Background: an optimization exercise with open tools, aiming at small area. Do not read the settings as production practice.
Function was checked by simulation only, so behaviour that the tests miss may differ from the original.
Power figures rest on the tool's default switching activity, not on a simulated workload.

$ cat design/flow/design.v
package irc_pkg;
    localparam int INT_W = 16;
    localparam int RNG_W = 16;
endpackage
module intensity_reflector_cluster_detect
(
    input  logic        clk,
    input  logic        rst_n,
    input  logic        cfg_we,
    input  logic [2:0]  cfg_index,
    input  logic [22:0] cfg_data,
    input  logic        beam_valid,
    output logic        beam_stall,
    input  logic [15:0] beam_intensity,
    input  logic [15:0] beam_range_mm,
    input  logic        beam_range_finite,
    input  logic        beam_last,
    output logic        result_valid,
    input  logic        result_stall,
    output logic [19:0] result_center_index_q8,
    output logic [11:0] result_peak_index,
    output logic [11:0] result_start_index,
    output logic [11:0] result_end_index,
    output logic [15:0] result_peak_intensity,
    output logic [15:0] result_center_range_mm
);
    function automatic logic cmp_ge(input logic [28:0] a, input logic [28:0] b, input logic c0);
        logic c;
        c = c0;
        for (int i = 0; i < 29; i++)
            c = (a[i] & ~b[i]) | (c & (a[i] | ~b[i]));
        cmp_ge = c;
    endfunction
    function automatic logic [29:0] rip_add(input logic [28:0] a, input logic [28:0] b, input logic c0);
        logic [29:0] s;
        logic        c;
        c = c0;
        for (int i = 0; i < 29; i++)
        begin
            s[i] = a[i] ^ b[i] ^ c;
            c    = (a[i] & b[i]) | (a[i] & c) | (b[i] & c);
        end
        s[29] = c;
        rip_add = s;
    endfunction
    localparam logic [2:0] S_IDLE  = 3'd0;
    localparam logic [2:0] S_CLR   = 3'd1;    
    localparam logic [2:0] S_ACC   = 3'd2;    
    localparam logic [2:0] S_ACPT  = 3'd3;    
    localparam logic [2:0] S_ACPTC = 3'd4;    
    localparam logic [2:0] S_MUL   = 3'd5;    
    localparam logic [2:0] S_DIV   = 3'd6;    
    localparam logic [2:0] S_PRES  = 3'd7;    
    logic [15:0] thr_q;
    logic [12:0] minp_q;
    logic [15:0] span_q;
    logic [22:0] wmin_q;
    logic [22:0] wmax_q;
    logic [17:0] step_q;
    logic [15:0] lo_q;
    logic [15:0] hi_q;
    logic [7:0]  cfg_en;
    always_comb
    begin
        cfg_en = 8'd0;
        if (cfg_we)
            cfg_en[cfg_index] = 1'b1;
        if (!rst_n)
            cfg_en = 8'hFF;
    end
    always_ff @(posedge clk)
    begin
        if (cfg_en[0]) thr_q  <= rst_n ? cfg_data[15:0] : 16'd45;
        if (cfg_en[1]) minp_q <= rst_n ? cfg_data[12:0] : 13'd5;
        if (cfg_en[2]) span_q <= rst_n ? cfg_data[15:0] : 16'd30;
        if (cfg_en[3]) wmin_q <= rst_n ? cfg_data : 23'd10000;
        if (cfg_en[4]) wmax_q <= rst_n ? cfg_data : 23'd120000;
        if (cfg_en[5]) step_q <= rst_n ? cfg_data[17:0] : 18'd8727;
        if (cfg_en[6]) lo_q   <= rst_n ? cfg_data[15:0] : 16'd150;
        if (cfg_en[7]) hi_q   <= rst_n ? cfg_data[15:0] : 16'd12000;
    end
    logic [2:0]  st;
    logic [7:0]  t;          
    logic [1:0]  ph;         
    logic [12:0] e_q;        
    logic        in_cl;      
    logic        dj;         
    logic        lastf;      
    logic        any_add;    
    logic [83:0] ring;
    logic [27:0] ws;
    logic [28:0] rem;        
    logic [15:0] near_q;
    logic [15:0] far_q;
    logic        spok_q;     
    logic [15:0] peak_q;
    logic [11:0] start_q;
    logic        ij;         
    logic        dpos;       
    logic        dneg;       
    logic divm;
    logic w_iws;             
    logic w_rws;             
    logic d_div;             
    logic d_shift;           
    logic slow;              
    logic stp;               
    logic cy;                
    assign divm    = (st == S_DIV);
    assign w_iws   = cmp_ge({21'd0, t}, 29'd24, 1'b1) && !cmp_ge({21'd0, t}, 29'd40, 1'b1);
    assign w_rws   = cmp_ge({21'd0, t}, 29'd68, 1'b1);
    assign d_shift = !cmp_ge({21'd0, t}, 29'd28, 1'b1)
                     || (cmp_ge({21'd0, t}, 29'd124, 1'b1) && !cmp_ge({21'd0, t}, 29'd152, 1'b1));
    assign d_div   = (cmp_ge({21'd0, t}, 29'd28, 1'b1) && !cmp_ge({21'd0, t}, 29'd48, 1'b1))
                     || cmp_ge({21'd0, t}, 29'd152, 1'b1);
    assign slow    = ((st == S_ACC) && (w_iws || w_rws)) || (st == S_MUL) || (divm && d_div);
    assign stp     = !slow || (ph == 2'd2);
    assign cy      = (ph != 2'd0);
    logic [12:0] e_inc;
    logic [11:0] idx;
    logic        in_window;
    logic        bright;
    logic        rng_ok;
    logic        join_b;
    logic        add_b;
    logic        close_b;
    always_comb
    begin
        logic c;
        c = 1'b1;
        for (int i = 0; i < 13; i++)
        begin
            e_inc[i] = e_q[i] ^ c;
            c        = e_q[i] & c;
        end
    end
    assign idx       = e_inc[11:0];
    assign in_window = (e_q != 13'h0FFF);
    assign bright    = cmp_ge({13'd0, beam_intensity}, {13'd0, thr_q}, 1'b1);
    assign rng_ok    = beam_range_finite && cmp_ge({13'd0, beam_range_mm}, {13'd0, lo_q}, 1'b1)
                       && cmp_ge({13'd0, hi_q}, {13'd0, beam_range_mm}, 1'b1);
    assign join_b    = in_window && bright;
    assign add_b     = join_b && rng_ok;
    assign close_b   = in_cl && (beam_last ? (dj || !join_b) : (!dj && in_window && !bright));
    logic [13:0] sz_x;
    logic [13:0] sz_y;
    logic [13:0] sz_z;
    logic [13:0] sz_s;
    logic [14:0] sz_c;
    logic        size_ok;
    logic [15:0] sp_s;
    logic [16:0] sp_c;
    logic        span_ok;
    logic        sgn;
    logic        accept;
    assign sz_x = {1'b0, e_inc};
    assign sz_y = {2'b11, ~start_q};
    assign sz_z = ~{1'b0, minp_q};
    assign sz_s = sz_x ^ sz_y ^ sz_z;
    assign sz_c = {(sz_x & sz_y) | (sz_x & sz_z) | (sz_y & sz_z), 1'b1};
    assign size_ok = sz_c[14] & cmp_ge({15'd0, sz_s}, {15'd0, ~sz_c[13:0]}, 1'b1);
    assign sp_s = near_q ^ span_q ^ ~far_q;
    assign sp_c = {(near_q & span_q) | (near_q & ~far_q) | (span_q & ~far_q), 1'b0};
    assign span_ok = sp_c[16] | cmp_ge({13'd0, sp_s}, {13'd0, ~sp_c[15:0]}, 1'b1);
    assign sgn    = step_q[17];
    assign accept = size_ok && (ws != 28'd0) && spok_q
                    && cmp_ge(rem, {6'd0, wmin_q}, 1'b1) && cmp_ge({6'd0, wmax_q}, rem, 1'b1);
    logic [15:0] e_dig;
    logic [15:0] s_dig;
    logic [3:0]  wj;
    logic        clr;
    logic        din;
    logic [28:0] tr;
    logic [28:0] bv;
    logic        cin;
    logic [29:0] sa;
    logic [29:0] sb;
    logic [29:0] sc;
    logic [28:0] sv;
    logic        ca_q;
    logic        cb_q;
    logic        fits;
    assign e_dig = {4'd0, e_q[11:0]};
    assign s_dig = {4'd0, start_q};
    assign wj    = (st == S_MUL) ? (4'd10 - t[3:0]) : 4'd11;
    assign clr  = (t == 8'd0) || (divm && t == 8'd124);
    assign din  = divm && (!cmp_ge({21'd0, t}, 29'd40, 1'b1) || cmp_ge({21'd0, t}, 29'd124, 1'b1))
                  && ring[83];
    assign tr   = {rem[27:0] & {28{!clr}}, din};
    assign bv   = divm ? {1'b1, ~ws}
                       : ({{11{dneg}}, step_q ^ {18{sgn ^ dneg}}} & {29{dpos | dneg}});
    assign cin  = divm ? 1'b1 : ((dpos && sgn) || (dneg && !sgn));
    assign sa   = rip_add({19'd0, tr[9:0]}, {19'd0, bv[9:0]}, cin);
    assign sb   = rip_add({19'd0, tr[19:10]}, {19'd0, bv[19:10]}, ca_q && cy);
    assign sc   = rip_add({20'd0, tr[28:20]}, {20'd0, bv[28:20]}, cb_q && cy);
    assign sv   = {sc[8:0], sb[9:0], sa[9:0]};
    assign fits = sc[9];
    logic [28:0] rem_d;
    logic        rem_en;
    assign rem    = {far_q[12:0], near_q};
    assign rem_d  = (divm && (d_shift || !fits)) ? tr : sv;
    assign rem_en = stp && ((st == S_MUL) || divm);
    always_ff @(posedge clk)
    begin
        ca_q <= sa[10];
        cb_q <= sb[10];
        if (st == S_ACPTC)
            spok_q <= span_ok;
        if (stp)
        begin
            dpos <= e_dig[wj] && !s_dig[wj];
            dneg <= !e_dig[wj] && s_dig[wj];
        end
    end
    logic [83:0] rot;
    logic [15:0] addend;
    logic [29:0] ra;
    logic [29:0] rb;
    logic [27:0] rc;
    logic        rca_q;
    logic        rcb_q;
    logic [43:0] asum;
    logic        ring_en;
    logic        inj0;
    logic        inj40;
    logic        qbit;
    logic [83:0] ring_d;
    logic [27:0] wrot;
    logic [27:0] wsum;
    logic        ws_en;
    logic [27:0] ws_d;
    assign rot    = {ring[82:0], ring[83]};
    assign addend = w_iws ? ({4'd0, idx} & {16{ij}}) : (beam_range_mm & {16{ij}});
    assign ra     = rip_add({21'd0, rot[7:0]}, {21'd0, addend[7:0]}, 1'b0);
    assign rb     = rip_add({21'd0, rot[15:8]}, {21'd0, addend[15:8]}, rca_q && cy);
    always_comb
    begin
        logic c;
        c = rcb_q && cy;
        for (int i = 0; i < 28; i++)
        begin
            rc[i] = rot[16 + i] ^ c;
            c     = rot[16 + i] & c;
        end
    end
    assign asum    = {rc, rb[7:0], ra[7:0]};
    assign ring_en = ((st == S_CLR) || (st == S_ACC) || divm) && stp;
    assign inj0    = (st == S_CLR) || (divm && !(cmp_ge({21'd0, t}, 29'd40, 1'b1)
                                                 && !cmp_ge({21'd0, t}, 29'd124, 1'b1)));
    assign inj40   = divm && cmp_ge({21'd0, t}, 29'd40, 1'b1) && !cmp_ge({21'd0, t}, 29'd48, 1'b1);
    assign qbit    = divm && d_div && fits;
    always_comb
    begin
        ring_d = {rot[83:44], asum};
        if (inj0)
            ring_d[0] = qbit;
        if (inj40)
            ring_d[40] = qbit;
    end
    assign wrot  = {ws[26:0], ws[27]};
    assign ws_en = ((st == S_CLR) || ((st == S_ACC) && cmp_ge({21'd0, t}, 29'd56, 1'b1))) && stp;
    always_comb
    begin
        logic c;
        c = ij;
        for (int i = 0; i < 28; i++)
        begin
            wsum[i] = wrot[i] ^ c;
            c       = wrot[i] & c;
        end
    end
    assign ws_d  = {wsum[27:1], wsum[0] && (st != S_CLR)};
    always_ff @(posedge clk)
    begin
        rca_q <= ra[8];
        rcb_q <= rb[8];
        if (ring_en)
            ring <= ring_d;
        if (ws_en)
            ws <= ws_d;
    end
    logic [7:0] tn;
    logic       win_n;
    logic [3:0] jn;
    always_comb
    begin
        logic c;
        c = 1'b1;
        for (int i = 0; i < 8; i++)
        begin
            tn[i] = t[i] ^ c;
            c     = t[i] & c;
        end
    end
    assign win_n = (cmp_ge({21'd0, tn}, 29'd24, 1'b1) && !cmp_ge({21'd0, tn}, 29'd40, 1'b1))
                   || (cmp_ge({21'd0, tn}, 29'd68, 1'b1) && !cmp_ge({21'd0, tn}, 29'd84, 1'b1));
    assign jn    = !cmp_ge({21'd0, tn}, 29'd48, 1'b1) ? (4'd7 - tn[3:0]) : (4'd3 - tn[3:0]);
    always_ff @(posedge clk)
    begin
        if (stp)
            ij <= (st == S_ACC) && win_n && add_b && beam_intensity[jn];
    end
    always_ff @(posedge clk)
    begin
        if (rem_en)
        begin
            near_q       <= rem_d[15:0];
            far_q[12:0]  <= rem_d[28:16];
        end
        if ((st == S_ACC) && (t == 8'd0) && add_b)
        begin
            if (!any_add || cmp_ge({13'd0, near_q}, {13'd0, beam_range_mm}, 1'b0))
                near_q <= beam_range_mm;
            if (!any_add || cmp_ge({13'd0, beam_range_mm}, {13'd0, far_q}, 1'b0))
                far_q <= beam_range_mm;
            if (!any_add || cmp_ge({13'd0, beam_intensity}, {13'd0, peak_q}, 1'b0))
                peak_q <= beam_intensity;
        end
        if ((st == S_IDLE) && beam_valid && !dj && join_b && !in_cl)
            start_q <= idx;
    end
    always_ff @(posedge clk)
    begin
        ph <= (slow && ph != 2'd2) ? ph + 2'd1 : 2'd0;
        if (stp)
            t <= tn;
        if ((st == S_IDLE) && beam_valid && !dj && join_b && !in_cl)
            any_add <= 1'b0;
        if ((st == S_ACC) && (t == 8'd0) && add_b)
            any_add <= 1'b1;
        if (st == S_ACPTC)
            lastf <= beam_last;
        case (st)
            S_IDLE: t <= 8'd0;
            S_CLR: if (t == 8'd83) t <= 8'd0;
            S_ACPTC: t <= 8'd0;
            S_MUL: if (t == 8'd12) t <= 8'd0;
            default: ;
        endcase
    end
    always_ff @(posedge clk or negedge rst_n)
    begin
        if (!rst_n)
        begin
            st    <= S_IDLE;
            e_q   <= 13'h1FFF;
            in_cl <= 1'b0;
            dj    <= 1'b0;
        end
        else
        begin
            case (st)
                S_IDLE:
                begin
                    if (beam_valid)
                    begin
                        if (!dj && join_b)
                        begin
                            if (!in_cl)
                            begin
                                in_cl <= 1'b1;
                                st    <= S_CLR;
                            end
                            else
                                st <= S_ACC;
                        end
                        else
                            st <= close_b ? S_ACPTC : S_ACPT;
                    end
                end
                S_CLR:
                begin
                    if (t == 8'd83)
                        st <= S_ACC;
                end
                S_ACC:
                begin
                    if (t == 8'd83 && stp)
                    begin
                        e_q <= e_inc;
                        dj  <= 1'b1;
                        st  <= S_IDLE;
                    end
                end
                S_ACPT:
                begin
                    dj <= 1'b0;
                    if (beam_last)
                        e_q <= 13'h1FFF;
                    else if (!dj && in_window)
                        e_q <= e_inc;
                    st <= S_IDLE;
                end
                S_ACPTC:
                begin
                    dj <= 1'b0;
                    st <= S_MUL;
                end
                S_MUL:
                begin
                    if (t == 8'd12)
                    begin
                        if (accept)
                            st <= S_DIV;
                        else
                        begin
                            e_q   <= lastf ? 13'h1FFF : e_inc;
                            in_cl <= 1'b0;
                            st    <= S_IDLE;
                        end
                    end
                end
                S_DIV:
                begin
                    if (t == 8'd167 && stp)
                        st <= S_PRES;
                end
                default:  
                begin
                    if (!result_stall)
                    begin
                        e_q   <= lastf ? 13'h1FFF : e_inc;
                        in_cl <= 1'b0;
                        st    <= S_IDLE;
                    end
                end
            endcase
        end
    end
    assign beam_stall   = !((st == S_ACPT) || (st == S_ACPTC));
    assign result_valid = (st == S_PRES);
    always_comb
    begin
        logic c;
        c = ring[83];
        for (int i = 0; i < 12; i++)
        begin
            result_peak_index[i] = ring[44 + i] ^ c;
            c                    = ring[44 + i] & c;
        end
    end
    assign result_center_index_q8 = {ring[55:44], ring[83:76]};
    assign result_start_index     = start_q;
    assign result_end_index       = e_q[11:0];
    assign result_peak_intensity  = peak_q;
    assign result_center_range_mm = ring[15:0];
endmodule
$ cat design/flow/flow/run.sh
#!/bin/bash
# Own layout flow: the standard layout (standard.sh, unchanged synthesis
# and steps), with the port buffers made from the smallest buffer cell.
# Runs in the work folder; make's full output goes to flow_make.log there,
# and ORFS keeps each step's own log under orfs/logs.
set -uo pipefail
export BUFFER_PORTS_ARGS="-buffer_cell sky130_fd_sc_hd__buf_1"
bash standard.sh > flow_make.log 2>&1
$ cat design/flow/standard.sh
#!/bin/bash
# synth_recipe.tcl (not shown) runs the flow's synth.tcl, then flattens the netlist and writes it again
# the make line also repeats each setting of config.mk as NAME=value (left out here)
make -C /OpenROAD-flow-scripts/flow DESIGN_CONFIG=/design/flow/config.mk WORK_HOME=/design/flow/orfs CLKGATE_MAP_FILE= SYNTH_SCRIPT=/design/flow/synth_recipe.tcl "${@:-finish}"
$ cat design/flow/config.mk
export PLATFORM = sky130hd
export DESIGN_NAME = intensity_reflector_cluster_detect
export DESIGN_NICKNAME = intensity_reflector_cluster_detect
export VERILOG_FILES = /design/flow/design.v
export SDC_FILE = /design/flow/constraint.sdc
export NUM_CORES = 4
export LEC_CHECK = 0
export CAP_MARGIN = 0
export CORE_MARGIN = 2
export CORE_UTILIZATION = 65
export CTS_BUF_LIST = sky130_fd_sc_hd__clkbuf_16
export CTS_CLUSTER_DIAMETER = 80
export CTS_CLUSTER_SIZE = 20
export SLEW_MARGIN = 0
$ cat design/flow/constraint.sdc
create_clock -name core_clock -period 9.0 [get_ports {clk}]
set_input_delay 1.8000 -clock core_clock [delete_from_list [all_inputs] [get_ports {clk}]]
set_output_delay 1.8000 -clock core_clock [all_outputs]
set_load 0.01 [all_outputs]
==> notes.md, run 1 <==
CP max-delay cell dfxtp_1; # Max-Cap Violations 0; hold_sp ph[0]$_SDFF_PN0_; total track usage 32.9%; status timing/DRC/antenna clean; CP arrival 8.52 ns; Die X 178 um; Vias 13657; cell-internal power 2.36 mW; root buf cell clkbuf_16; Worst path most repeated cell fa_1; fraction of synthesis flops using an asynchronous set or reset pin 5.13%; TritonCTS Buffers 21; Port Buffers 154; Synth Cell Area 0.0197 mm^2; syn nets 1872; Tightest Pin Transition ~1.1 ns; final slew viol count 0; Initial Util 66.2%; Crit. End Element flop; synth unique cells 93; critical path fanouts, max 38; startpoint types flop; grt total ovfl 0; filler instances 2172; peak supply drop 227 uV; post-synth top area share 44.1%; RSZ-0062 raised after global routing no; combinational power share between 8 and 9%; Yosys warning count 1; post-synth top area cell edfxtp_1; synthesized flop and latch total around 350; worst path required time 9.47 ns; Post-CTS Hold Fix Bufs 0; Post-synth EDFFs 289; first-pass GRT wire length 76.8 mm; Worst R2R Start t[0]$_DFF_P_; Final Power 3.08 mW; Layout area overhead 6.70%; die height approximately 180 um; Hold Vio Cnt, Final 0; top cell family by delay on the critical path adder cells; die area ~0.032 mm^2; Setup crit start t[0]$_DFF_P_; Crit Path Class reg2reg; Setup violations, final 0; CTS sink cnt 351; Max Root-Sink Buffers 3; hold slack final 0.421 ns; Seq/Total Area, Yosys between 50% and 60%; Max transition margin between 20% and 30%; multi-input logic area 0.00863 mm^2; Routed WL per cell 24.0 um; IO Count approximately 160; net switching power between 0.7 and 0.8 mW; pin count of the biggest net entering global routing 85; Avg Cell Area, Syn 12.0 um^2; Reg clk slew, reported paths 0.09 ns; DR iter-0 viols around 1500; minimum clock period after layout a little over 8 ns; final wirelength 51.5 mm; LEAKAGE 8.60 nW; storage element area 0.0100 mm^2; synth top area cells edfxtp_1 44%, fa_1 7.2%, ha_1 5.9%; drt first pass iters 6; Nets about 2000; switch share roughly a quarter; Post-synth top flop edfxtp_1; CP max stage delay 0.77 ns; Sequential Power Share between 50% and 60%; htree depth 1; num rows 63; Final Cycle Share 89.5%; layout cells sized above 1 under 10%; number of global-route vias before repair 12934; HPWL after DPL 38.8 mm; Post-CTS Resized 0; initial antenna violation count 4; core area 0.0297 mm^2; P per Cell Area around 150 mW/mm^2; DRC viols 0; Setup Total Neg Slack 0 ns; Fmax 124 MHz; Bufs and invs on worst path 3; HP Class reg2reg; Syn Inst Count 1644; RD Place Congestion 0.971; ANT nets after route 0; worst path cell trace clkinv_1 -> ha_1 -> and3_1 -> nand2_1 -> a21boi_2 -> buf_4 -> nand2_1 -> fa_1 -> fa_1 -> fa_1 -> fa_1 -> fa_1 -> fa_1 -> fa_1 -> fa_1 -> fa_1 -> a21oi_1 -> o31ai_1 -> nand2_1 -> buf_4 -> a21oi_1 -> a211oi_1 -> a21oi_1 -> mux2i_1; via/cell ratio 6.36; Setup Buffers After CTS 0; Worst-Skew Late Latency 0.54 ns; Clock power frac a little under a third; R2R Setup Slk 0.94 ns; CTS tree done; skew final ~0.015 ns
[placed cells by master (no fill, tap or decap), types with 44 or more instances in the layout]
cell,Yosys,final
a21oi_1,102,102
dfxtp_1,44,44
inv_1,116,129
nand2b_1,46,46
fa_1,71,71
edfxtp_1,289,289
nand2_1,139,139
ha_1,92,92
buf_1,3,153
nor2_1,65,65
[power groups by stage]
stage	Sequential, mW	Clock [mW]	Combinational, mW
after floorplan	1.87	0	0.160
after global placement	1.88	0	0.246
after detailed placement	1.88	0	0.253
after CTS	1.84	0.985	0.254
after global routing	1.85	1.03	0.279
final	1.84	0.976	0.260
[synth_stat cells (9+ instances only)]
master    number
a21boi_0      14
a21oi_1      102
clkbuf_1      43
dfstp_2       13
inv_2         12
dfxtp_1       44
buf_4         49
nand3_1       11
o31ai_1       13
o21ai_0       37
nor2_1        65
ha_1          92
o21ai_1        9
maj3_1        42
mux2_4         9
nand2_1      139
a211oi_1      17
nand2b_1      46
inv_1        116
o22ai_1       33
nor3_1        15
a21o_1        11
maj3_2        20
and3_1         9
fa_1          71
xnor2_1       24
and2_1        43
nor2b_1       39
mux2i_1       40
nor4_1        10
edfxtp_1     289
[final cells by class]
cell class,instances,area share [%]
clock buffer,22,2.62
inverter,131,2.34
clock inverter,15,0.274
antenna,2,0.0238
multi-input combinational,1063,41.1
tap,390,2.32
sequential,351,47.8
timing repair buffer,175,3.51
[metrics by stage]
| step | worst slack, ns | instances | utilization, % | cell area (um^2) |
|---|---|---|---|---|
| finish | 0.942 | 2149 | 70.6 | 21000 |
| global route | 0.442 | 2147 | 70.6 | 21000 |
| CTS | 1.08 | 2147 | 70.6 | 21000 |
| detailed placement | 1.09 | 2110 | 68.6 | 20400 |
| global placement | 1.41 | 2110 | 68.6 | 20400 |
| floorplan | 1.87 | 1644 | - | 19700 |
[worst paths after layout]
kind,end,depth (start not counted)
min in group asynchronous,st[0]$_DFFE_PN0P_,2
max in group asynchronous,in_cl$_DFFE_PN0P_,2
max reg2reg,near_q[9]$_DFF_P_,24
min,ph[0]$_SDFF_PN0_,1
min reg2reg,ph[0]$_SDFF_PN0_,1
max,near_q[9]$_DFF_P_,24
[flip-flops by register name, indices dropped and copies added, names as in the netlist, 2 cells and up]
| name | flops |
|---|---|
| far_q | 16 |
| lo_q | 16 |
| wmax_q | 23 |
| near_q | 16 |
| wmin_q | 23 |
| start_q | 12 |
| ws | 28 |
| thr_q | 16 |
| st | 3 |
| hi_q | 16 |
| ring | 84 |
| minp_q | 13 |
| e_q | 13 |
| t | 8 |
| ph | 2 |
| step_q | 18 |
| span_q | 16 |
| peak_q | 16 |
[cells by family after synthesis]
| family | after synthesis | share of synthesized area [%] |
|---|---|---|
| AND/OR/NAND/NOR | 405 | 10.4 |
| flip-flops | 351 | 51.0 |
| AO/OA/AOI/OAI | 342 | 11.7 |
| buffers and inverters | 230 | 5.53 |
| adder cells (fa/ha/maj) | 225 | 16.4 |
| multiplexers | 62 | 3.75 |
| XOR/XNOR | 29 | 1.29 |
[routing by layer]
layer / GRT usage (%) / up-vias / share of wire (%)
li1: - / 6130 / -
met1: 44.4 / 6669 / 40
met2: 52.8 / 731 / 47
met3: 5.81 / 127 / 9.0
met4: 13.8 / 0 / 4.7
met5: 0 / - / 0
==> inputs of run 2 (changes only) <==
--- a/design/flow/design.v
+++ b/design/flow/design.v
@@ -51,12 +51,15 @@
     localparam logic [2:0] S_MUL   = 3'd5;    
     localparam logic [2:0] S_DIV   = 3'd6;    
     localparam logic [2:0] S_PRES  = 3'd7;    
+    logic [15:0] thr_n;
     logic [15:0] thr_q;
     logic [12:0] minp_q;
     logic [15:0] span_q;
+    logic [22:0] wmin_n;
     logic [22:0] wmin_q;
     logic [22:0] wmax_q;
     logic [17:0] step_q;
+    logic [15:0] lo_n;
     logic [15:0] lo_q;
     logic [15:0] hi_q;
     logic [7:0]  cfg_en;
@@ -70,15 +73,18 @@
     end
     always_ff @(posedge clk)
     begin
-        if (cfg_en[0]) thr_q  <= rst_n ? cfg_data[15:0] : 16'd45;
+        if (cfg_en[0]) thr_n  <= rst_n ? ~cfg_data[15:0] : ~16'd45;
         if (cfg_en[1]) minp_q <= rst_n ? cfg_data[12:0] : 13'd5;
         if (cfg_en[2]) span_q <= rst_n ? cfg_data[15:0] : 16'd30;
-        if (cfg_en[3]) wmin_q <= rst_n ? cfg_data : 23'd10000;
+        if (cfg_en[3]) wmin_n <= rst_n ? ~cfg_data : ~23'd10000;
         if (cfg_en[4]) wmax_q <= rst_n ? cfg_data : 23'd120000;
         if (cfg_en[5]) step_q <= rst_n ? cfg_data[17:0] : 18'd8727;
-        if (cfg_en[6]) lo_q   <= rst_n ? cfg_data[15:0] : 16'd150;
+        if (cfg_en[6]) lo_n   <= rst_n ? ~cfg_data[15:0] : ~16'd150;
         if (cfg_en[7]) hi_q   <= rst_n ? cfg_data[15:0] : 16'd12000;
     end
+    assign thr_q  = ~thr_n;
+    assign wmin_q = ~wmin_n;
+    assign lo_q   = ~lo_n;
     logic [2:0]  st;
     logic [7:0]  t;          
     logic [1:0]  ph;         
@@ -225,12 +231,13 @@
     logic        inj40;
     logic        qbit;
     logic [83:0] ring_d;
-    logic [27:0] wrot;
-    logic [27:0] wsum;
+    logic        w_ws;       
+    logic        wc_q;       
+    logic        wsb;
     logic        ws_en;
     logic [27:0] ws_d;
     assign rot    = {ring[82:0], ring[83]};
-    assign addend = w_iws ? ({4'd0, idx} & {16{ij}}) : (beam_range_mm & {16{ij}});
+    assign addend = w_iws ? ({4'd0, idx} & {16{ij}}) : (beam_range_mm & {16{ij && w_rws}});
     assign ra     = rip_add({21'd0, rot[7:0]}, {21'd0, addend[7:0]}, 1'b0);
     assign rb     = rip_add({21'd0, rot[15:8]}, {21'd0, addend[15:8]}, rca_q && cy);
     always_comb
@@ -257,23 +264,15 @@
         if (inj40)
             ring_d[40] = qbit;
     end
-    assign wrot  = {ws[26:0], ws[27]};
-    assign ws_en = ((st == S_CLR) || ((st == S_ACC) && cmp_ge({21'd0, t}, 29'd56, 1'b1))) && stp;
-    always_comb
-    begin
-        logic c;
-        c = ij;
-        for (int i = 0; i < 28; i++)
-        begin
-            wsum[i] = wrot[i] ^ c;
-            c       = wrot[i] & c;
-        end
-    end
-    assign ws_d  = {wsum[27:1], wsum[0] && (st != S_CLR)};
+    assign w_ws  = cmp_ge({21'd0, t}, 29'd40, 1'b1) && !cmp_ge({21'd0, t}, 29'd68, 1'b1);
+    assign ws_en = ((st == S_CLR) || (st == S_ACC)) && w_ws && stp;
+    assign wsb   = (ws[0] ^ ij ^ wc_q) && (st != S_CLR);
+    assign ws_d  = {wsb, ws[27:1]};
     always_ff @(posedge clk)
     begin
         rca_q <= ra[8];
         rcb_q <= rb[8];
+        wc_q  <= (st == S_ACC) && w_ws && ((ws[0] & ij) | (ws[0] & wc_q) | (ij & wc_q));
         if (ring_en)
             ring <= ring_d;
         if (ws_en)
@@ -292,9 +291,10 @@
             c     = t[i] & c;
         end
     end
-    assign win_n = (cmp_ge({21'd0, tn}, 29'd24, 1'b1) && !cmp_ge({21'd0, tn}, 29'd40, 1'b1))
+    assign win_n = (cmp_ge({21'd0, tn}, 29'd24, 1'b1) && !cmp_ge({21'd0, tn}, 29'd56, 1'b1))
                    || (cmp_ge({21'd0, tn}, 29'd68, 1'b1) && !cmp_ge({21'd0, tn}, 29'd84, 1'b1));
-    assign jn    = !cmp_ge({21'd0, tn}, 29'd48, 1'b1) ? (4'd7 - tn[3:0]) : (4'd3 - tn[3:0]);
+    assign jn    = !cmp_ge({21'd0, tn}, 29'd40, 1'b1) ? (4'd7 - tn[3:0])
+                   : (!cmp_ge({21'd0, tn}, 29'd56, 1'b1) ? (tn[3:0] ^ 4'd8) : (4'd3 - tn[3:0]));
     always_ff @(posedge clk)
     begin
         if (stp)
--- a/design/flow/config.mk
+++ b/design/flow/config.mk
@@ -8,7 +8,7 @@
 export CAP_MARGIN = 0
 export CORE_MARGIN = 2
 export CORE_UTILIZATION = 65
-export CTS_BUF_LIST = sky130_fd_sc_hd__clkbuf_16
-export CTS_CLUSTER_DIAMETER = 80
-export CTS_CLUSTER_SIZE = 20
+export CTS_BUF_LIST = sky130_fd_sc_hd__clkbuf_8
+export CTS_CLUSTER_DIAMETER = 60
+export CTS_CLUSTER_SIZE = 16
 export SLEW_MARGIN = 0
==> run 2 against run 1 <==
Utilization shrank 0.62 points; cell count grew 0.70%; die area shrank 1.3%; routed wire length shrank 1.0%; worst setup slack gained 0.76 ns; sequential share of layout area grew 0.90 points; synthesized area shrank 1.3%; critical path type unchanged; largest cell class unchanged; highest routed layer unchanged.
==> notes.md, run 2 <==
status timing/DRC/antenna clean; Syn Inst Count 1662 (+1.1%); peak supply drop 176 uV (-22%); RSZ-0062 raised after global routing no; worst path required time 9.53 ns (+0.06 ns); htree depth 1 (unchanged); critical path fanouts, max 55 (+45%); final worst-path setup slack 1.70 ns (+0.758 ns); reg2reg end far_q[0]$_DFF_P_; Avg Cell Area, Syn 11.7 um^2 (-2.4%); core area 0.0295 mm^2 (-0.80%); post-synth top area cell edfxtp_1; Post-CTS Hold Fix Bufs 0 (unchanged); Post-synth EDFFs 289 (unchanged); Setup Total Neg Slack 0 ns (unchanged); Bufs and invs on worst path 2 (-1); IO Count 155 (unchanged); CP max-delay cell dfrtp_1; worst path cell trace nand2b_1 -> or2_1 -> buf_4 -> o32ai_1 -> nand3b_1 -> buf_4 -> nand2_1 -> fa_1 -> fa_1 -> fa_1 -> fa_1 -> fa_1 -> fa_1 -> fa_1 -> fa_1 -> nor2_1 -> o21ai_0 -> and2_2 -> nand3_1 -> o21ai_0 -> nand2_1 -> o21ai_0 -> mux2_2; pin count of the biggest net entering global routing 85 (unchanged); R2R Setup Slk 1.70 ns (+0.76 ns); worst slack at placement 1.79 ns (+0.696 ns); CP Depth 23 (-4.2%); Reg clk slew, reported paths 0.10 ns (about the same); Vias 13783 (+0.92%); worst setup path endpoint far_q[0]$_DFF_P_; first-pass GRT wire length 76.8 mm (-0.12%); Layout area overhead 6.36%; most frequent cell after synthesis edfxtp_1; Worst path most repeated cell fa_1; Setup violations, final 0 (unchanged); Setup Buffers After CTS 0 (unchanged); CP arrival 7.83 ns (-0.69 ns); Synth Cell Area 0.0194 mm^2 (-1.3%); leading cell type in the layout, fill and taps excluded edfxtp_1; via/cell ratio 6.37 (+0.22%); P per Cell Area 312 mW/mm^2 (+110%); Nets 1955 (-0.81%); total track usage 32.9% (about the same); Seq/Total Area, Yosys 51.8% (+0.80 points); CP max stage delay 0.68 ns (-0.09 ns); die area 0.0313 mm^2 (-1.3%); drt first pass iters 8 (+2); number of global-route vias before repair 12946 (+0.093%); CTS sink cnt 352 (+0.28%); fraction of synthesis flops using an asynchronous set or reset pin 5.11% (-0.015 points); RD Place Congestion 0.966 (-0.53%); filler instances 2216 (+2.0%); HPWL after DPL 38.4 mm (-0.89%); Setup crit start st[0]$_DFFE_PN0P_; number of flip-flops in the largest register 84 (unchanged); Max Root-Sink Buffers 3 (unchanged); layout cells sized above 1 7.56% (-0.012 points); TritonCTS Buffers 31 (+48%); synthesized flop and latch total 352 (+0.28%); DR iter-0 viols 1481 (-0.067%); Hold Vio Cnt, Final 0 (unchanged); Worst R2R Start st[0]$_DFFE_PN0P_; top post-synthesis cells by count 289 x edfxtp_1, 153 x inv_1, 116 x nand2_1; die height 177 um (-0.66%); Die X 177 um (-0.66%); HP Class reg2reg; Post-CTS Resized 0 (unchanged); # Max-Cap Violations 0 (unchanged); synth top area cells edfxtp_1 45%, fa_1 7.4%, dfxtp_1 4.6%; commonest non-fill, non-tap cells in the layout 289 x edfxtp_1, 160 x inv_1, 153 x buf_1; num rows 63 (unchanged); Yosys warning count 1 (unchanged); minimum clock period after layout 7.30 ns (-0.758 ns); final wirelength 51.0 mm (-1.0%); final slew viol count 0 (unchanged); DRC viols 0 (unchanged); grt total ovfl 0 (unchanged); Routed WL per cell 23.6 um (-1.7%); storage element area 0.0100 mm^2 (+0.20%); cells on worst reg2reg path 23 (-4.2%); Crit. End Element flop; syn nets 1864 (-0.43%); top cell family by delay on the critical path adder cells; Port Buffers 154 (unchanged); Post-synth top flop edfxtp_1; largest registers ring (84), ws (28); multi-input logic area 0.00817 mm^2 (-5.4%); LEAKAGE 7.67 nW (-11%); initial antenna violation count 1 (-3); Final Cycle Share 81.1% (-8.4 points); skew final 0.0349 ns (+0.0202 ns); Initial Util 65.8% (-0.37 points); synth unique cells 86 (-7.5%); Crit Path Class reg2reg; Tightest Pin Transition 1.02 ns (-0.0513 ns); Max transition margin 32.3% (+4.0 points); Worst-Skew Late Latency 0.64 ns (+0.10 ns); ANT nets after route 0 (unchanged); CTS tree done; startpoint types flop; Fmax 137 MHz (+10%); root buf cell clkbuf_8; Reg with most FFs ring; post-synth top area share 44.7% (+0.60 points)
==> run 2: cells by family after synthesis <==
| kind of cell | share of synthesized area [%] |
|---|---|
| AND/OR/NAND/NOR | 9.96 |
| multiplexers | 3.73 |
| AO/OA/AOI/OAI | 13.2 |
| buffers and inverters | 6.43 |
| adder cells (fa/ha/maj) | 13.5 |
| flip-flops | 51.8 |
| XOR/XNOR | 1.44 |
==> run 2: cell type report <==
| type | count | share of cell area (%) |
|---|---|---|
| flip-flops and latches | 352 | 48.7 |
| multi-input cells | 1037 | 39.6 |
| repair buffers | 176 | 3.61 |
| inverters | 155 | 2.82 |
| well taps | 390 | 2.36 |
| clock buffers | 32 | 2.13 |
| clock inverters | 21 | 0.831 |
| diodes | 1 | 0.0121 |
==> run 2: metal layers <==
metal  wire length (um)  track usage (%)  part of all wire, %
met4               2380             13.1                  4.7
met5                  0                0                    0
met3               4790             4.77                  9.4
met2              23000             51.4                   45
met1              20800             46.9                   41
==> run 2: report_power, final <==
| group | total (mW) | switching (mW) | internal (mW) |
|---|---|---|---|
| combinational | 2.77 | 1.66 | 1.11 |
| clock | 0.955 | 0.578 | 0.377 |
| sequential | 2.71 | 0.442 | 2.27 |
| total | 6.44 | 2.68 | 3.75 |
==> run 2: how the worst min path moves through the flow <==
stage	from	to	slack, ns	depth (start not counted)
2_1_floorplan	ph[0]$_SDFF_PN0_	ph[0]$_SDFF_PN0_	0.39	1
3_5_place_dp	ring[75]$_DFFE_PP_	ring[76]$_DFFE_PP_	0.41	0
6_report	ph[0]$_SDFF_PN0_	ph[0]$_SDFF_PN0_	0.43	1
5_1_grt	ring[62]$_DFFE_PP_	ring[63]$_DFFE_PP_	0.44	0
3_3_place_gp	ph[0]$_SDFF_PN0_	ph[0]$_SDFF_PN0_	0.40	1
4_1_cts	ph[0]$_SDFF_PN0_	ph[0]$_SDFF_PN0_	0.43	1
==> run 2: through the flow <==
stage | instances | cell area, um^2 | util, % | power (mW) | hold slack (ns)
global placement | 2110 | 20000 | 67.9 | 5.37 | 0.405
global route | 2164 | 20600 | 70.0 | 6.86 | 0.439
CTS | 2163 | 20600 | 70.0 | 6.41 | 0.427
floorplan | 1662 | 19400 | - | 4.69 | 0.393
finish | 2164 | 20600 | 70.0 | 6.44 | 0.428
detailed placement | 2110 | 20000 | 67.9 | 5.43 | 0.407
==> inputs of run 3 (changes only) <==
--- a/design/flow/config.mk
+++ b/design/flow/config.mk
@@ -8,7 +8,7 @@
 export CAP_MARGIN = 0
 export CORE_MARGIN = 2
 export CORE_UTILIZATION = 65
-export CTS_BUF_LIST = sky130_fd_sc_hd__clkbuf_8
-export CTS_CLUSTER_DIAMETER = 60
-export CTS_CLUSTER_SIZE = 16
+export CTS_BUF_LIST = sky130_fd_sc_hd__clkbuf_16
+export CTS_CLUSTER_DIAMETER = 80
+export CTS_CLUSTER_SIZE = 20
 export SLEW_MARGIN = 0
==> run 3 against run 2 <==
Routed wire length increased by 0.73%; critical endpoint unchanged; worst setup slack got worse by 0.034 ns; critical path depth unchanged; synthesized area unchanged; hold slack got worse by 0.00062 ns; still clean; combinational power about the same; register-to-register slack got worse by 0.03 ns.
==> notes.md, run 3 <==
combinational power share 42.7% (-0.3 points); Avg Cell Area, Syn 11.7 um^2 (unchanged); RSZ-0062 raised after global routing no; HPWL after DPL 38.4 mm (unchanged); Initial Util 65.8% (unchanged); number of flip-flops in the largest register 84 (unchanged); grt total ovfl 0 (unchanged); syn nets 1864 (unchanged); Worst R2R Start st[0]$_DFFE_PN0P_; worst path cell trace nand2b_1 -> or2_1 -> buf_4 -> o32ai_1 -> nand3b_1 -> buf_4 -> nand2_1 -> fa_1 -> fa_1 -> fa_1 -> fa_1 -> fa_1 -> fa_1 -> fa_1 -> fa_1 -> nor2_1 -> o21ai_0 -> and2_2 -> nand3_1 -> o21ai_0 -> nand2_1 -> o21ai_0 -> mux2_2; ANT nets after route 0 (unchanged); Tightest Pin Transition 1.02 ns (+0.000281 ns); R2R Setup Slk 1.67 ns (-0.03 ns); Clock power frac 15.5% (+0.7 points); Crit. End Element flop; Reg with most FFs ring; CTS tree done; commonest non-fill, non-tap cells in the layout 289 x edfxtp_1, 167 x inv_1, 153 x buf_1; net switching power 2.67 mW (-0.44%); Nets 1946 (-0.46%); minimum clock period after layout 7.33 ns (+0.0340 ns); Post-CTS Hold Fix Bufs 0 (unchanged); number of global-route vias before repair 13002 (+0.43%); Fmax 136 MHz (-0.46%); Syn Inst Count 1662 (unchanged); num rows 63 (unchanged); Final Cycle Share 81.5% (+0.38 points); # Max-Cap Violations 0 (unchanged); cell-internal power 3.84 mW (+2.2%); multi-input logic area 0.00817 mm^2 (unchanged); final slew viol count 0 (unchanged); CP max stage delay 0.67 ns (about the same); startpoint types flop; synth unique cells 86 (unchanged); largest registers ring (84), ws (28); Post-synth top flop edfxtp_1; total track usage 33.1% (+0.26 points); DRC viols 0 (unchanged); initial antenna violation count 1 (unchanged); P per Cell Area 315 mW/mm^2 (+0.89%); via/cell ratio 6.39 (+0.35%); RD Place Congestion 0.966 (unchanged); DR iter-0 viols 1698 (+15%); post-synth top area cell edfxtp_1; skew final 0.0185 ns (-0.0164 ns); CP max-delay cell dfrtp_1; Hold Crit Endpoint ring[68]$_DFFE_PP_; Max transition margin 32.3% (about the same); filler instances 2196 (-0.90%); Vias 13748 (-0.25%); Post-synth EDFFs 289 (unchanged); leading cell type in the layout, fill and taps excluded edfxtp_1; root buf cell clkbuf_16; status timing/DRC/antenna clean; post-synth top area share 44.7% (unchanged); peak supply drop 201 uV (+14%); IO Count 155 (unchanged); Reg clk slew, reported paths 0.09 ns (about the same); CTS sink cnt 352 (unchanged); synthesized flop and latch total 352 (unchanged); Synth Cell Area 0.0194 mm^2 (unchanged); Die X 177 um (unchanged); WHS Path Cells 0 (-1); layout cells sized above 1 6.53% (-1.0 points); CP arrival 7.78 ns (-0.05 ns); core area 0.0295 mm^2 (unchanged); die height 177 um (unchanged); LEAKAGE 7.71 nW (+0.43%); Port Buffers 154 (unchanged); worst path required time 9.44 ns (-0.09 ns); Seq/Total Area, Yosys 51.8% (unchanged); Hold Vio Cnt, Final 0 (unchanged); cells on worst reg2reg path 23 (unchanged); reg2reg end far_q[0]$_DFF_P_; top cell family by delay on the critical path adder cells; Bufs and invs on worst path 2 (unchanged); final wirelength 51.4 mm (+0.73%); htree depth 1 (unchanged); synth top area cells edfxtp_1 45%, fa_1 7.4%, dfxtp_1 4.6%; Sequential Power Share 41.8% (-0.3 points); Yosys warning count 1 (unchanged); die area 0.0313 mm^2 (unchanged); Setup violations, final 0 (unchanged); Post-CTS Resized 0 (unchanged); switch share 41.0% (-0.64 points); Setup Total Neg Slack 0 ns (unchanged); storage element area 0.0100 mm^2 (unchanged); Worst path most repeated cell fa_1; pin count of the biggest net entering global routing 85 (unchanged); Max Root-Sink Buffers 3 (unchanged); top post-synthesis cells by count 289 x edfxtp_1, 153 x inv_1, 116 x nand2_1; TritonCTS Buffers 22 (-29%); HP Class reg2reg; Layout area overhead 6.60%; first-pass GRT wire length 77.2 mm (+0.63%); Routed WL per cell 23.9 um (+1.3%); Final Power 6.51 mW (+1.1%); Crit Path Class reg2reg; critical path fanouts, max 55 (unchanged); Worst-Skew Late Latency 0.55 ns (-0.09 ns); Setup Buffers After CTS 0 (unchanged); hold_sp ring[67]$_DFFE_PP_; drt first pass iters 8 (unchanged); most frequent cell after synthesis edfxtp_1; fraction of synthesis flops using an asynchronous set or reset pin 5.11% (unchanged)
run 3: cell counts after synthesis:
No cell type changed its count.
run 3: worst max-delay path by stage:
stage                           start                 end  cells past startpoint
floorplan           st[0]$_DFFE_PN0P_  near_q[15]$_DFF_P_                     26
global placement    st[0]$_DFFE_PN0P_    far_q[0]$_DFF_P_                     23
detailed placement  st[0]$_DFFE_PN0P_    far_q[0]$_DFF_P_                     23
CTS                 st[0]$_DFFE_PN0P_    far_q[0]$_DFF_P_                     23
global route        st[0]$_DFFE_PN0P_    far_q[0]$_DFF_P_                     23
finish              st[0]$_DFFE_PN0P_    far_q[0]$_DFF_P_                     23
run 3: kinds of logic (layout without fill, tap and decap cells):
logic type,after synthesis,after routing,share of synthesized area [%]
adder cells (fa/ha/maj),172,172,13.5
buffers and inverters,273,371,6.43
flip-flops,352,352,51.8
other,0,1,0
AO/OA/AOI/OAI,371,371,13.2
XOR/XNOR,32,32,1.44
multiplexers,62,62,3.73
AND/OR/NAND/NOR,400,400,9.96
run 3: cell type report:
class	count	share of cell area (%)
clock inverter	18	0.520
timing repair buffer	176	3.60
multi-input combinational	1037	39.5
antenna	1	0.0121
tap	390	2.36
sequential	352	48.6
inverter	155	2.81
clock buffer	22	2.66
run 3: per-stage QoR:
step,hold WS [ns],setup WS (ns),cell area (um^2),instances,util [%]
after floorplan,0.393,2.53,19400,1662,-
after global placement,0.405,1.93,20000,2110,67.9
after detailed placement,0.407,1.79,20000,2110,67.9
after CTS,0.425,1.78,20700,2150,70.2
after global routing,0.441,1.28,20700,2151,70.2
final,0.427,1.67,20700,2151,70.2
run 3: worst reg2reg max path, cell delays in order, from the launching register on:
cell      delay (ns)
dfrtp_1         0.67
nand2b_1        0.24
or2_1           0.13
buf_4           0.34
o32ai_1         0.15
nand3b_1        0.19
buf_4           0.49
nand2_1         0.17
fa_1            0.48
fa_1            0.39
fa_1            0.39
fa_1            0.39
fa_1            0.41
fa_1            0.42
fa_1            0.39
fa_1            0.42
nor2_1          0.12
o21ai_0         0.11
and2_2          0.55
nand3_1         0.22
o21ai_0         0.10
nand2_1         0.11
o21ai_0         0.08
mux2_2          0.27
run 3: power groups by stage:
stage	logic, mW	clock network, mW	registers (mW)
finish	2.78	1.01	2.72
global route	3.09	1.07	2.76
CTS	2.76	1.01	2.70
detailed placement	2.70	0	2.73
global placement	2.65	0	2.72
floorplan	2.17	0	2.51
run 3: metal layers:
layer	wire [um]	GRT usage (%)
met5	0	0
met4	2780	14.8
met3	4690	5.99
met2	23000	51.2
met1	20900	46.3
==> inputs of run 4 (changes only) <==
--- a/design/flow/design.v
+++ b/design/flow/design.v
@@ -53,11 +53,10 @@
     localparam logic [2:0] S_PRES  = 3'd7;    
     logic [15:0] thr_n;
     logic [15:0] thr_q;
-    logic [12:0] minp_q;
+    logic [12:0] minp_n;
     logic [15:0] span_q;
     logic [22:0] wmin_n;
-    logic [22:0] wmin_q;
-    logic [22:0] wmax_q;
+    logic [22:0] wmax_n;
     logic [17:0] step_q;
     logic [15:0] lo_n;
     logic [15:0] lo_q;
@@ -74,16 +73,15 @@
     always_ff @(posedge clk)
     begin
         if (cfg_en[0]) thr_n  <= rst_n ? ~cfg_data[15:0] : ~16'd45;
-        if (cfg_en[1]) minp_q <= rst_n ? cfg_data[12:0] : 13'd5;
+        if (cfg_en[1]) minp_n <= rst_n ? ~cfg_data[12:0] : ~13'd5;
         if (cfg_en[2]) span_q <= rst_n ? cfg_data[15:0] : 16'd30;
         if (cfg_en[3]) wmin_n <= rst_n ? ~cfg_data : ~23'd10000;
-        if (cfg_en[4]) wmax_q <= rst_n ? cfg_data : 23'd120000;
+        if (cfg_en[4]) wmax_n <= rst_n ? ~cfg_data : ~23'd120000;
         if (cfg_en[5]) step_q <= rst_n ? cfg_data[17:0] : 18'd8727;
         if (cfg_en[6]) lo_n   <= rst_n ? ~cfg_data[15:0] : ~16'd150;
         if (cfg_en[7]) hi_q   <= rst_n ? cfg_data[15:0] : 16'd12000;
     end
     assign thr_q  = ~thr_n;
-    assign wmin_q = ~wmin_n;
     assign lo_q   = ~lo_n;
     logic [2:0]  st;
     logic [7:0]  t;          
@@ -98,10 +96,12 @@
     logic [28:0] rem;        
     logic [15:0] near_q;
     logic [15:0] far_q;
-    logic        spok_q;     
+    logic        spok;       
     logic [15:0] peak_q;
     logic [11:0] start_q;
     logic        ij;         
+    logic        rj;         
+    logic        sj;         
     logic        dpos;       
     logic        dneg;       
     logic divm;
@@ -148,70 +148,100 @@
     assign join_b    = in_window && bright;
     assign add_b     = join_b && rng_ok;
     assign close_b   = in_cl && (beam_last ? (dj || !join_b) : (!dj && in_window && !bright));
-    logic [13:0] sz_x;
-    logic [13:0] sz_y;
-    logic [13:0] sz_z;
-    logic [13:0] sz_s;
-    logic [14:0] sz_c;
-    logic        size_ok;
-    logic [15:0] sp_s;
-    logic [16:0] sp_c;
-    logic        span_ok;
     logic        sgn;
     logic        accept;
-    assign sz_x = {1'b0, e_inc};
-    assign sz_y = {2'b11, ~start_q};
-    assign sz_z = ~{1'b0, minp_q};
-    assign sz_s = sz_x ^ sz_y ^ sz_z;
-    assign sz_c = {(sz_x & sz_y) | (sz_x & sz_z) | (sz_y & sz_z), 1'b1};
-    assign size_ok = sz_c[14] & cmp_ge({15'd0, sz_s}, {15'd0, ~sz_c[13:0]}, 1'b1);
-    assign sp_s = near_q ^ span_q ^ ~far_q;
-    assign sp_c = {(near_q & span_q) | (near_q & ~far_q) | (span_q & ~far_q), 1'b0};
-    assign span_ok = sp_c[16] | cmp_ge({13'd0, sp_s}, {13'd0, ~sp_c[15:0]}, 1'b1);
+    logic        okf;        
     assign sgn    = step_q[17];
-    assign accept = size_ok && (ws != 28'd0) && spok_q
-                    && cmp_ge(rem, {6'd0, wmin_q}, 1'b1) && cmp_ge({6'd0, wmax_q}, rem, 1'b1);
+    assign accept = okf && (ws != 28'd0) && spok;
     logic [15:0] e_dig;
     logic [15:0] s_dig;
+    logic [7:0]  tq;
     logic [3:0]  wj;
+    logic        m_cnt;
+    logic        m_wid;
+    logic        c_size;
+    logic        c_min;
+    logic        c_max;
     logic        clr;
     logic        din;
-    logic [28:0] tr;
-    logic [28:0] bv;
+    logic [29:0] tr;
+    logic [29:0] bv;
     logic        cin;
     logic [29:0] sa;
     logic [29:0] sb;
     logic [29:0] sc;
-    logic [28:0] sv;
+    logic [29:0] sv;
     logic        ca_q;
     logic        cb_q;
     logic        fits;
+    assign m_cnt  = (st == S_MUL) && !cmp_ge({21'd0, t}, 29'd12, 1'b1);
+    assign c_size = (st == S_MUL) && (t == 8'd12);
+    assign m_wid  = (st == S_MUL) && cmp_ge({21'd0, t}, 29'd13, 1'b1) && !cmp_ge({21'd0, t}, 29'd25, 1'b1);
+    assign c_min  = (st == S_MUL) && (t == 8'd25);
+    assign c_max  = (st == S_MUL) && (t == 8'd26);
     assign e_dig = {4'd0, e_q[11:0]};
     assign s_dig = {4'd0, start_q};
-    assign wj    = (st == S_MUL) ? (4'd10 - t[3:0]) : 4'd11;
-    assign clr  = (t == 8'd0) || (divm && t == 8'd124);
+    assign tq    = (st == S_MUL) ? tn : 8'd0;
+    assign wj    = !cmp_ge({21'd0, tq}, 29'd12, 1'b1) ? (4'd11 - tq[3:0]) : (4'd8 - tq[3:0]);
+    assign clr  = (t == 8'd0) || ((st == S_MUL) && t == 8'd13) || (divm && t == 8'd124);
     assign din  = divm && (!cmp_ge({21'd0, t}, 29'd40, 1'b1) || cmp_ge({21'd0, t}, 29'd124, 1'b1))
                   && ring[83];
-    assign tr   = {rem[27:0] & {28{!clr}}, din};
-    assign bv   = divm ? {1'b1, ~ws}
-                       : ({{11{dneg}}, step_q ^ {18{sgn ^ dneg}}} & {29{dpos | dneg}});
-    assign cin  = divm ? 1'b1 : ((dpos && sgn) || (dneg && !sgn));
+    assign tr   = {rem & {29{!clr}}, din};
+    always_comb
+    begin
+        bv  = 30'd0;
+        cin = 1'b0;
+        if (divm)
+        begin
+            bv  = {2'b11, ~ws};
+            cin = 1'b1;
+        end
+        else if (m_cnt)
+        begin
+            bv  = {{29{dneg}}, dpos | dneg};
+            cin = (t == 8'd11);
+        end
+        else if (m_wid)
+        begin
+            bv  = {{12{dneg}}, step_q ^ {18{sgn ^ dneg}}} & {30{dpos | dneg}};
+            cin = (dpos && sgn) || (dneg && !sgn);
+        end
+        else if (c_size)
+        begin
+            bv  = {16'hFFFF, minp_n, 1'b1};
+            cin = 1'b1;
+        end
+        else if (c_min)
+        begin
+            bv  = {6'h3F, wmin_n, 1'b1};
+            cin = 1'b1;
+        end
+        else if (c_max)
+        begin
+            bv  = {6'h3F, wmax_n, 1'b1};
+            cin = 1'b0;
+        end
+    end
     assign sa   = rip_add({19'd0, tr[9:0]}, {19'd0, bv[9:0]}, cin);
     assign sb   = rip_add({19'd0, tr[19:10]}, {19'd0, bv[19:10]}, ca_q && cy);
-    assign sc   = rip_add({20'd0, tr[28:20]}, {20'd0, bv[28:20]}, cb_q && cy);
-    assign sv   = {sc[8:0], sb[9:0], sa[9:0]};
-    assign fits = sc[9];
+    assign sc   = rip_add({19'd0, tr[29:20]}, {19'd0, bv[29:20]}, cb_q && cy);
+    assign sv   = {sc[9:0], sb[9:0], sa[9:0]};
+    assign fits = sc[10];
     logic [28:0] rem_d;
     logic        rem_en;
     assign rem    = {far_q[12:0], near_q};
-    assign rem_d  = (divm && (d_shift || !fits)) ? tr : sv;
-    assign rem_en = stp && ((st == S_MUL) || divm);
+    assign rem_d  = (divm && (d_shift || !fits)) ? tr[28:0] : sv[28:0];
+    assign rem_en = stp && (m_cnt || m_wid || divm);
     always_ff @(posedge clk)
     begin
         ca_q <= sa[10];
         cb_q <= sb[10];
-        if (st == S_ACPTC)
-            spok_q <= span_ok;
+        if (stp && c_size)
+            okf <= fits;
+        if (stp && c_min)
+            okf <= okf && fits;
+        if (stp && c_max)
+            okf <= okf && !fits;
         if (stp)
         begin
             dpos <= e_dig[wj] && !s_dig[wj];
@@ -298,23 +328,80 @@
     always_ff @(posedge clk)
     begin
         if (stp)
+        begin
             ij <= (st == S_ACC) && win_n && add_b && beam_intensity[jn];
+            rj <= beam_range_mm[jn];
+            sj <= span_q[jn];
+        end
     end
+    logic w_cmp;
+    logic nd_q, nl_q;        
+    logic fd_q, fg_q;        
+    logic pd_q, pg_q;        
+    logic nb, fb, pb;
+    logic cmp_en;
+    logic sd_q;              
+    logic so_q;              
+    logic sm_q;              
+    assign w_cmp  = w_iws;
+    assign cmp_en = (st == S_ACC) && w_cmp && add_b && stp;
+    assign nb = !any_add ? rj : (nd_q ? (nl_q ? rj : near_q[15]) : (rj & near_q[15]));
+    assign fb = !any_add ? rj : (fd_q ? (fg_q ? rj : far_q[15]) : (rj | far_q[15]));
+    assign pb = !any_add ? ij : (pd_q ? (pg_q ? ij : peak_q[15]) : (ij | peak_q[15]));
     always_ff @(posedge clk)
     begin
+        if (stp)
+        begin
+            if (!w_cmp)
+            begin
+                nd_q <= 1'b0;
+                fd_q <= 1'b0;
+                pd_q <= 1'b0;
+            end
+            else
+            begin
+                if (!nd_q && (rj != near_q[15]))
+                begin
+                    nd_q <= 1'b1;
+                    nl_q <= !rj;
+                end
+                if (!fd_q && (rj != far_q[15]))
+                begin
+                    fd_q <= 1'b1;
+                    fg_q <= rj;
+                end
+                if (!pd_q && (ij != peak_q[15]))
+                begin
+                    pd_q <= 1'b1;
+                    pg_q <= ij;
+                end
+            end
+        end
         if (rem_en)
         begin
             near_q       <= rem_d[15:0];
             far_q[12:0]  <= rem_d[28:16];
         end
-        if ((st == S_ACC) && (t == 8'd0) && add_b)
+        if (cmp_en)
         begin
-            if (!any_add || cmp_ge({13'd0, near_q}, {13'd0, beam_range_mm}, 1'b0))
-                near_q <= beam_range_mm;
-            if (!any_add || cmp_ge({13'd0, beam_range_mm}, {13'd0, far_q}, 1'b0))
-                far_q <= beam_range_mm;
-            if (!any_add || cmp_ge({13'd0, beam_intensity}, {13'd0, peak_q}, 1'b0))
-                peak_q <= beam_intensity;
+            near_q <= {near_q[14:0], nb};
+            far_q  <= {far_q[14:0], fb};
+            peak_q <= {peak_q[14:0], pb};
+            if ((t == 8'd24) || !sd_q)
+            begin
+                if ((t == 8'd24) || !sm_q)
+                begin
+                    sd_q <= (nb || sj) && !fb || (nb && sj);
+                    so_q <= 1'b1;
+                    sm_q <= !nb && !sj && fb;
+                end
+                else
+                begin
+                    sd_q <= !((nb && sj) || ((nb ^ sj) && !fb));
+                    so_q <= 1'b0;
+                    sm_q <= !(nb && sj && !fb);
+                end
+            end
         end
         if ((st == S_IDLE) && beam_valid && !dj && join_b && !in_cl)
             start_q <= idx;
@@ -326,7 +413,7 @@
             t <= tn;
         if ((st == S_IDLE) && beam_valid && !dj && join_b && !in_cl)
             any_add <= 1'b0;
-        if ((st == S_ACC) && (t == 8'd0) && add_b)
+        if ((st == S_ACC) && (t == 8'd83) && add_b)
             any_add <= 1'b1;
         if (st == S_ACPTC)
             lastf <= beam_last;
@@ -334,7 +421,7 @@
             S_IDLE: t <= 8'd0;
             S_CLR: if (t == 8'd83) t <= 8'd0;
             S_ACPTC: t <= 8'd0;
-            S_MUL: if (t == 8'd12) t <= 8'd0;
+            S_MUL: if (t == 8'd27) t <= 8'd0;
             default: ;
         endcase
     end
@@ -398,7 +485,7 @@
                 end
                 S_MUL:
                 begin
-                    if (t == 8'd12)
+                    if (t == 8'd27)
                     begin
                         if (accept)
                             st <= S_DIV;
@@ -429,6 +516,7 @@
     end
     assign beam_stall   = !((st == S_ACPT) || (st == S_ACPTC));
     assign result_valid = (st == S_PRES);
+    assign spok         = sd_q ? so_q : !sm_q;
     always_comb
     begin
         logic c;
--- a/design/flow/config.mk
+++ b/design/flow/config.mk
@@ -7,7 +7,7 @@
 export LEC_CHECK = 0
 export CAP_MARGIN = 0
 export CORE_MARGIN = 2
-export CORE_UTILIZATION = 65
+export CORE_UTILIZATION = 55
 export CTS_BUF_LIST = sky130_fd_sc_hd__clkbuf_16
 export CTS_CLUSTER_DIAMETER = 80
 export CTS_CLUSTER_SIZE = 20
==> run 4 against run 3 <==
Clock skew up 0.0032 ns; synthesized cell count fell by 15%; worst setup slack worse by 0.24 ns; die area up 11%; via count fell by 17%; non-clock buffer count rose by 5; utilization down 9.7 points.
==> notes.md, run 4 <==
Reg clk slew, reported paths 0.09 ns (about the same); Hold Vio Cnt, Final 0 (unchanged); Reg with most FFs ring; synthesized flop and latch total 363 (+3.1%); number of global-route vias before repair 11183 (-14%); ant diodes 0 (-1); LEAKAGE 7.02 nW (-8.9%); switch share 34.9% (-6.2 points); Setup Total Neg Slack 0 ns (unchanged); Placed Instance Area 0.0190 mm^2 (-5.1%); Avg Cell Area, Syn 12.9 um^2 (+11%); final worst-path setup slack 1.42 ns (-0.242 ns); Post-synth EDFFs 329 (+14%); RSZ-0062 raised after global routing no; core area 0.0326 mm^2 (+11%); Fmax 132 MHz (-3.2%); startpoint types flop; DR iter-0 viols 1048 (-38%); net switching power 1.89 mW (-29%); Tightest Pin Transition 1.18 ns (+0.169 ns); Vias 11471 (-17%); top cell family by delay on the critical path adder cells; HP Class reg2reg; largest registers ring (84), ws (28); RD Place Congestion 0.881 (-8.8%); Post-synth top flop edfxtp_1; Initial Util 55.9% (-10 points); worst slack at placement 1.51 ns (-0.275 ns); CTS tree done; Layout area overhead 8.16%; post-synth top area cell edfxtp_1; die height 186 um (+5.2%); Post-CTS Hold Fix Bufs 0 (unchanged); most frequent cell after synthesis edfxtp_1; Layout Utilization 60.4% (-9.7 points); CTS sink cnt 363 (+3.1%); drt first pass iters 5 (-3); cell-internal power 3.53 mW (-8.1%); first-pass GRT wire length 65.2 mm (-16%); synth top area cells edfxtp_1 54%, fa_1 4.9%, ha_1 4.9%; fraction of synthesis flops using an asynchronous set or reset pin 4.96% (-0.15 points); root buf cell clkbuf_16; minimum clock period after layout 7.58 ns (+0.242 ns); CP arrival 7.88 ns (+0.10 ns); ANT nets after route 0 (unchanged); Worst path most repeated cell fa_1; Port Buffers 154 (unchanged); combinational power share 31.0% (-12 points); grt total ovfl 0 (unchanged); Bufs and invs on worst path 1 (-1); top post-synthesis cells by count 329 x edfxtp_1, 139 x nand2_1, 82 x nor2_1; Synth Cell Area 0.0182 mm^2 (-6.1%); total track usage 25.1% (-8.1 points); worst path cell trace nand3b_1 -> nor3_1 -> nand2_1 -> nor2_1 -> buf_4 -> a221oi_1 -> o22a_1 -> fa_1 -> fa_1 -> fa_1 -> fa_1 -> fa_1 -> fa_1 -> fa_1 -> fa_1 -> fa_1 -> a21oi_1 -> nor2_1 -> a21o_1 -> a22o_1; Crit. End Element flop; Worst-Skew Late Latency 0.55 ns (about the same); die area 0.0346 mm^2 (+11%); critical path fanouts, max 27 (-51%); Syn Inst Count 1411 (-15%); Routed WL per cell 21.7 um (-9.2%); Yosys warning count 1 (unchanged); HPWL after DPL 31.8 mm (-17%); CP max-delay cell dfrtp_1; leading cell type in the layout, fill and taps excluded edfxtp_1; num rows 66 (+4.8%); Final Cycle Share 84.2% (+2.7 points); CP max stage delay 0.71 ns (+0.04 ns); final slew viol count 0 (unchanged); via/cell ratio 5.82 (-9.0%); peak supply drop 181 uV (-10%); Nets 1696 (-13%); IO Count 155 (unchanged); commonest non-fill, non-tap cells in the layout 329 x edfxtp_1, 153 x buf_1, 139 x nand2_1; pin count of the biggest net entering global routing 85 (unchanged); TritonCTS Buffers 23 (+4.5%); Max Root-Sink Buffers 3 (unchanged); layout cells sized above 1 8.30% (+1.8 points); Setup violations, final 0 (unchanged); worst path required time 9.31 ns (-0.13 ns); Crit Path Class reg2reg; skew final 0.0217 ns (+0.00322 ns); initial antenna violation count 0 (-1); final wirelength 42.8 mm (-17%); post-synth top area share 54.2% (+9.5 points); Sequential Power Share 49.2% (+7.4 points); syn nets 1593 (-15%); P per Cell Area 275 mW/mm^2 (-13%); synth unique cells 85 (-1.2%); status timing/DRC/antenna clean; htree depth 1 (unchanged); number of flip-flops in the largest register 84 (unchanged); Die X 186 um (+5.2%); Setup Buffers After CTS 0 (unchanged); final instance area 0.0197 mm^2 (-4.7%); Post-CTS Resized 0 (unchanged); Clock power frac 19.8% (+4.3 points); Seq/Total Area, Yosys 58.5% (+6.8 points); Max transition margin 21.0% (-11 points); DRC viols 0 (unchanged); Final Power 5.41 mW (-17%); # Max-Cap Violations 0 (unchanged)
[run 4: final timing paths]
path / cells past startpoint / endpoint / startpoint / slack, ns
min in group asynchronous: 2 / dj$_DFFE_PN0P_ / rst_n / 1.39
setup / recovery: 20 / near_q[9]$_DFFE_PP_ / st[2]$_DFFE_PN0P_ / 1.42
setup reg to reg: 20 / near_q[9]$_DFFE_PP_ / st[2]$_DFFE_PN0P_ / 1.42
max in group asynchronous: 2 / st[1]$_DFFE_PN0P_ / rst_n / 7.15
hold / removal: 0 / ring[65]$_DFFE_PP_ / ring[64]$_DFFE_PP_ / 0.42
hold reg to reg: 0 / ring[65]$_DFFE_PP_ / ring[64]$_DFFE_PP_ / 0.42
[run 4: cell families after synthesis]
logic type,after synthesis,synth area share (%)
XOR/XNOR,31,1.59
flip-flops,363,58.5
AO/OA/AOI/OAI,290,10.9
AND/OR/NAND/NOR,377,10.2
adder cells (fa/ha/maj),123,10.2
buffers and inverters,185,5.05
multiplexers,42,3.49
[run 4: metrics by stage]
step | cells | hold slack [ns]
after CTS | 1972 | 0.427
after global routing | 1972 | 0.434
final | 1972 | 0.425
after global placement | 1931 | 0.401
after detailed placement | 1931 | 0.405
after floorplan | 1411 | 0.393
[run 4: metal layers]
layer | share of wire [%] | track usage (%) | wire (um)
met1 | 44 | 36.6 | 18900
met2 | 46 | 39.8 | 19900
met3 | 6.3 | 2.97 | 2690
met4 | 3.2 | 7.24 | 1350
met5 | 0 | 0 | 0
[run 4: cell type report]
cell class              count  area (um^2)
fillers                  2625        12900
flip-flops and latches    363        10700
multi-input cells         863         6700
clock inverters            18          125
repair buffers            181          782
well taps                 442          553
inverters                  82          308
clock buffers              23          576
[run 4: power groups by stage]
stage | Combinational [mW] | Sequential (mW) | Clock (mW)
finish | 1.68 | 2.66 | 1.07
global route | 1.90 | 2.71 | 1.16
CTS | 1.70 | 2.66 | 1.10
detailed placement | 1.70 | 2.70 | 0
global placement | 1.65 | 2.69 | 0
floorplan | 1.34 | 2.61 | 0

## afterwards: timing with drivers on the ports
No port has a modelled driver above. Below, the same layouts with a new extraction and two added sets of constraints.
Step 1 sets driving cells, clkbuf_16 on the clock port and buf_2 on the other inputs (assumed; they add their load-dependent delay and slew).
Step 2, shift: input delay + t, output delay - t, t = (earliest + latest rising clock arrival at the registers) / 2. This alone moves slack from input paths to output paths.
Slacks: no drivers / after step 1 / after step 2; pairs: no drivers / after step 1.
run	t, ns	setup slack, ns	worst setup path at the end	clock arrival spread, ns	worst slew at a driven data input, ns
run 1	0.587	0.942 / 0.942 / 0.942	register to register	0.016 / 0.016	0.04
run 2	0.670	1.699 / 1.699 / 1.699	register to register	0.035 / 0.036	0.07
run 3	0.597	1.665 / 1.665 / 1.665	register to register	0.019 / 0.019	0.07
run 4	0.591	1.423 / 1.423 / 1.423	register to register	0.022 / 0.022	0.06
After both steps every run listed still meets setup and hold.
